Background: an optimization exercise with open tools, aiming at small area, a short achievable clock period and few clock cycles per item. Do not read the settings as production practice. RTL that was checked went through simulation tests only; none was proved equivalent to the original. Power and IR drop assume default switching activity.

==> onyx: inputs <==
Design wall_grid_neighbor_smoothing_core, start of the top module:
module wall_grid_neighbor_smoothing_core (
	input  logic                                clk,
	input  logic                                arst_n,
	input  logic                                s_axis_tvalid,
	output logic                                s_axis_tready,
	input  logic [wgns_pkg::IN_DATA_W-1:0]      s_axis_tdata,   
	output logic                                m_axis_tvalid,
	input  logic                                m_axis_tready,
	output logic [wgns_pkg::OUT_DATA_W-1:0]     m_axis_tdata,   
	output logic [wgns_pkg::OUT_USER_W-1:0]     m_axis_tuser,   
	output logic                                m_axis_tlast,   
	input  logic                                cfg_we,
	input  logic [wgns_pkg::CFG_IDX_W-1:0]      cfg_index,
	input  logic [wgns_pkg::CFG_DATA_W-1:0]     cfg_wdata
);
clock: 5.0 ns
lec_check: 0
cap_margin: 20
core_margin: 2
core_utilization: 60
cts_buf_list: sky130_fd_sc_hd__clkbuf_8
cts_cluster_diameter: 60
cts_cluster_size: 20
hold_slack_margin: 0
setup_slack_margin: 2.9
slew_margin: 20
run.sh (not shown) runs the stock make flow with config.mk's settings and CLKGATE_MAP_FILE= SYNTH_SCRIPT=/design/flow/synth_recipe.tcl, a recipe that flattens the netlist after the stock synthesis.
==> inputs of violet, as changes to onyx <==
--- a/flow/design.v
+++ b/flow/design.v
@@ -97,24 +97,24 @@
 				wgns_pkg::REG_GRID_HEIGHT: hv_q       <= sat3;
 				wgns_pkg::REG_WALL_KEEP:   keep_thr_q <= cfg_wdata[3:0];
 				wgns_pkg::REG_FLOOR_GROW:  grow_thr_q <= cfg_wdata[3:0];
 				default: ;
 			endcase
 		end
 	end
 	logic e0_q, e1_q, v0_q, v1_q, tready_q;
-	logic in_acc, adv, push, take;
+	logic in_acc, adv_q, push_q, take;
 	logic v0_n, v1_n;
 	assign in_acc        = s_axis_tvalid && tready_q;
 	assign s_axis_tready = tready_q;
 	always_comb begin
 		v0_n = v0_q;
 		v1_n = v1_q;
-		if (adv) begin
+		if (adv_q) begin
 			v0_n = v1_q || in_acc;
 			v1_n = v1_q && in_acc;
 		end else if (in_acc) begin
 			v0_n = 1'b1;
 			v1_n = v0_q;
 		end
 	end
 	always_ff @(posedge clk or negedge arst_n) begin
@@ -124,72 +124,92 @@
 			tready_q <= 1'b0;
 		end else begin
 			v0_q     <= v0_n;
 			v1_q     <= v1_n;
 			tready_q <= !v1_n;
 		end
 	end
 	always_ff @(posedge clk) begin
-		if (adv ? !v1_q : !v0_q)
+		if (adv_q ? !v1_q : !v0_q)
 			e0_q <= s_axis_tdata[0];
-		else if (adv)
+		else if (adv_q)
 			e0_q <= e1_q;
 		if (in_acc)
 			e1_q <= s_axis_tdata[0];
 	end
-	logic [7:0] cd_q, rd_q;
+	logic [7:0] cd_q, rd_q, cd_n, rd_n;
 	logic       fc_q, fr_q, r1_q, lc_q, lr_q;    
-	logic       has_a, has_b;
-	assign has_a = !fr_q && !fc_q;
-	assign has_b = lc_q || lr_q;
-	assign push  = adv && !lc_q;
+	logic       fc_n, fr_n, r1_n, lc_n, lr_n;
+	logic       has_a, has_b, has_a_n, has_b_n;
+	assign has_a   = !fr_q && !fc_q;
+	assign has_b   = lc_q || lr_q;
+	assign has_a_n = !fr_n && !fc_n;
+	assign has_b_n = lc_n || lr_n;
+	always_comb begin
+		cd_n = cd_q;
+		rd_n = rd_q;
+		fc_n = fc_q;
+		fr_n = fr_q;
+		r1_n = r1_q;
+		lc_n = lc_q;
+		lr_n = lr_q;
+		if (adv_q) begin
+			if (lc_q) begin
+				cd_n = '0;
+				fc_n = 1'b1;
+				lc_n = 1'b0;
+				if (lr_q) begin
+					rd_n = '0;
+					fr_n = 1'b1;
+					r1_n = 1'b0;
+					lr_n = 1'b0;
+				end else begin
+					rd_n = rd_q - 1'b1;
+					fr_n = 1'b0;
+					r1_n = fr_q;
+					lr_n = rd_q == ~hv_q;
+				end
+			end else begin
+				cd_n = cd_q - 1'b1;
+				fc_n = 1'b0;
+				lc_n = cd_q == ~wv_q;
+			end
+		end
+	end
 	always_ff @(posedge clk or negedge arst_n) begin
 		if (!arst_n) begin
 			cd_q <= '0;
 			rd_q <= '0;
 			fc_q <= 1'b1;
 			fr_q <= 1'b1;
 			r1_q <= 1'b0;
 			lc_q <= 1'b0;
 			lr_q <= 1'b0;
-		end else if (adv) begin
-			if (lc_q) begin
-				cd_q <= '0;
-				fc_q <= 1'b1;
-				lc_q <= 1'b0;
-				if (lr_q) begin
-					rd_q <= '0;
-					fr_q <= 1'b1;
-					r1_q <= 1'b0;
-					lr_q <= 1'b0;
-				end else begin
-					rd_q <= rd_q - 1'b1;
-					fr_q <= 1'b0;
-					r1_q <= fr_q;
-					lr_q <= rd_q == ~hv_q;
-				end
-			end else begin
-				cd_q <= cd_q - 1'b1;
-				fc_q <= 1'b0;
-				lc_q <= cd_q == ~wv_q;
-			end
+		end else begin
+			cd_q <= cd_n;
+			rd_q <= rd_n;
+			fc_q <= fc_n;
+			fr_q <= fr_n;
+			r1_q <= r1_n;
+			lc_q <= lc_n;
+			lr_q <= lr_n;
 		end
 	end
 	logic mid_bit, top_bit;    
 	wgns_line_buf u_row1 (
 		.clk (clk),
-		.en  (push),
+		.en  (push_q),
 		.sel (wv_q),
 		.d   (e0_q),
 		.q   (mid_bit)
 	);
 	wgns_line_buf u_row2 (
 		.clk (clk),
-		.en  (push),
+		.en  (push_q),
 		.sel (wv_q),
 		.d   (mid_bit),
 		.q   (top_bit)
 	);
 	logic [1:0] new_sum, s1_sum_q, s2_sum_q;
 	logic       m2_q;           
 	logic       t_eff, b_eff;
 	logic [3:0] ge, ge_q;
@@ -202,52 +222,84 @@
 			keep_t[j] = 4'(j) > keep_thr_q;
 			grow_t[j] = 4'(j) >= grow_thr_q;
 		end
 		thr_t = m2_q ? keep_t : grow_t;
 		thr_s = thr_t >> s1_sum_q;
 		ge    = 4'(thr_s >> (fc_q ? 2'd3 : s2_sum_q));
 	end
 	always_ff @(posedge clk) begin
-		if (adv) begin
+		if (adv_q) begin
 			s1_sum_q <= fc_q ? 2'd3 : s2_sum_q;
 			s2_sum_q <= new_sum;
 			m2_q     <= mid_bit;
 			ge_q     <= ge;
 		end
 	end
-	logic pa_q, pb_q, bbit_q, abit, ov_q, r_free;
-	assign abit = ge_q[s2_sum_q];
-	assign take = (pa_q || pb_q) && (m_axis_tready || !ov_q);
+	logic pa_q, pb_q, bbit_q, abit, ov_q, mv, mv_bit;
+	logic pa_n, pb_n;
+	logic q0_q, q1_q, qv0_q, qv1_q, qv0_n, qv1_n;
+	logic adv_n, free_n;
+	assign abit   = ge_q[s2_sum_q];
+	assign mv     = (pa_q || pb_q) && !qv1_q;
+	assign mv_bit = pa_q ? abit : bbit_q;
+	assign take   = qv0_q && (m_axis_tready || !ov_q);
 	always_comb begin
-		if (has_a || has_b)
-			r_free = !(pa_q || pb_q) || (take && (pa_q != pb_q));
+		pa_n = pa_q;
+		pb_n = pb_q;
+		if (adv_q && (has_a || has_b)) begin
+			pa_n = has_a;
+			pb_n = has_b;
+		end else if (mv) begin
+			if (pa_q)
+				pa_n = 1'b0;
+			else
+				pb_n = 1'b0;
+		end
+		qv0_n = qv0_q;
+		qv1_n = qv1_q;
+		if (take) begin
+			qv0_n = qv1_q || mv;
+			qv1_n = 1'b0;
+		end else if (mv) begin
+			qv0_n = 1'b1;
+			qv1_n = qv0_q;
+		end
+		if (has_a_n || has_b_n)
+			free_n = !(pa_n || pb_n) || (!qv1_n && (pa_n != pb_n));
 		else
-			r_free = !pa_q || take;
+			free_n = !pa_n || !qv1_n;
+		adv_n = v0_n && free_n;
 	end
-	assign adv = v0_q && r_free;
 	always_ff @(posedge clk or negedge arst_n) begin
 		if (!arst_n) begin
-			pa_q <= 1'b0;
-			pb_q <= 1'b0;
+			pa_q   <= 1'b0;
+			pb_q   <= 1'b0;
+			qv0_q  <= 1'b0;
+			qv1_q  <= 1'b0;
+			adv_q  <= 1'b0;
+			push_q <= 1'b0;
 		end else begin
-			if (adv && (has_a || has_b)) begin
-				pa_q <= has_a;
-				pb_q <= has_b;
-			end else if (take) begin
-				if (pa_q)
-					pa_q <= 1'b0;
-				else
-					pb_q <= 1'b0;
-			end
+			pa_q   <= pa_n;
+			pb_q   <= pb_n;
+			qv0_q  <= qv0_n;
+			qv1_q  <= qv1_n;
+			adv_q  <= adv_n;
+			push_q <= adv_n && !lc_n;
 		end
 	end
 	always_ff @(posedge clk) begin
-		if (adv && has_b)
+		if (adv_q && has_b)
 			bbit_q <= e0_q;
+		if (take ? !qv1_q : !qv0_q)
+			q0_q <= mv_bit;
+		else if (take)
+			q0_q <= q1_q;
+		if (mv && qv0_q && !take)
+			q1_q <= mv_bit;
 	end
 	logic       owall_q, osm_q, orl_q, olast_q, start_q;
 	logic [7:0] ocol_q, orow_q;
 	logic       f_xw2_q, f_yh2_q, f_yh1_q;    
 	logic       n_sm, n_rl, n_last, n_xw2, n_yh2, n_yh1;
 	logic [7:0] n_col, n_row;
 	logic       eq_wm3, eq_hm3;
 	assign eq_wm3 = ocol_q == wv_q;
@@ -305,17 +357,17 @@
 			start_q <= 1'b1;
 		end else begin
 			ov_q <= take || (ov_q && !m_axis_tready);
 			if (take)
 				start_q <= 1'b0;
 		end
 	end
 	logic [20:0] oreg_q, oreg_n;
-	assign oreg_n = ({21{take}}  & {pa_q ? abit : bbit_q, n_row, n_col, n_rl, n_sm, n_last}) |
+	assign oreg_n = ({21{take}}  & {q0_q, n_row, n_col, n_rl, n_sm, n_last}) |
 	                ({21{!take}} & oreg_q);
 	always_ff @(posedge clk or negedge arst_n) begin
 		if (!arst_n)
 			oreg_q <= '0;
 		else
 			oreg_q <= oreg_n;
 	end
 	assign {owall_q, orow_q, ocol_q, orl_q, osm_q, olast_q} = oreg_q;
Settings changed: SETUP_SLACK_MARGIN 2.9 to 3.0.
==> comparison <==
Sequential share of layout area: violet is higher than onyx (4.9 points). Total power: onyx is higher than violet (20%). Combinational power: onyx is larger than violet (93%). Register-to-register slack: onyx is worse than violet (0.21 ns). Of onyx and violet, violet has the higher die area (gap 1.5%, measured against violet). Between onyx and violet, the lower synthesized cell count is in onyx (gap about 1.2%, measured against violet). Clock skew: violet is lower than onyx (0.012 ns). In violet the core utilization is lower than in onyx, by 5.6 points. In violet the critical path depth is lower than in onyx, by 9. Between violet and onyx, the lower worst hold slack is in onyx (gap 0.0039 ns).
Testbench counts of violet, summed over its fixed seeds: cycles 72,316, items 68,207.
For onyx, only the layout was checked, not whether the RTL still works.

static timing again, ports no longer ideal:
No port has a modelled driver above. Below, the same layouts with a new extraction and two added sets of constraints. Step 1 assumes that a clkbuf_16 drives the clock port and a buf_2 every other input. Step 2 also shifts input and output timing later by t, the mid clock arrival at the registers, as if the neighbouring blocks saw the same clock. a / b / c = ideal / step 1 / step 2; a / b = the first two.
| run | shift t [ns] | setup WS [ns] | worst setup path after step 2 | clock arrival spread, ns |
|---|---|---|---|---|
| onyx | 0.621 | 2.765 / 2.777 / 2.176 | input to register | 0.030 / 0.029 |
| violet | 0.670 | 2.772 / 2.722 / 2.375 | input to register | 0.025 / 0.026 |
After both steps every run listed still meets setup and hold. For onyx, which loses most, drivers alone change the setup slack by +0.012 ns; drivers and shift together by -0.589 ns.
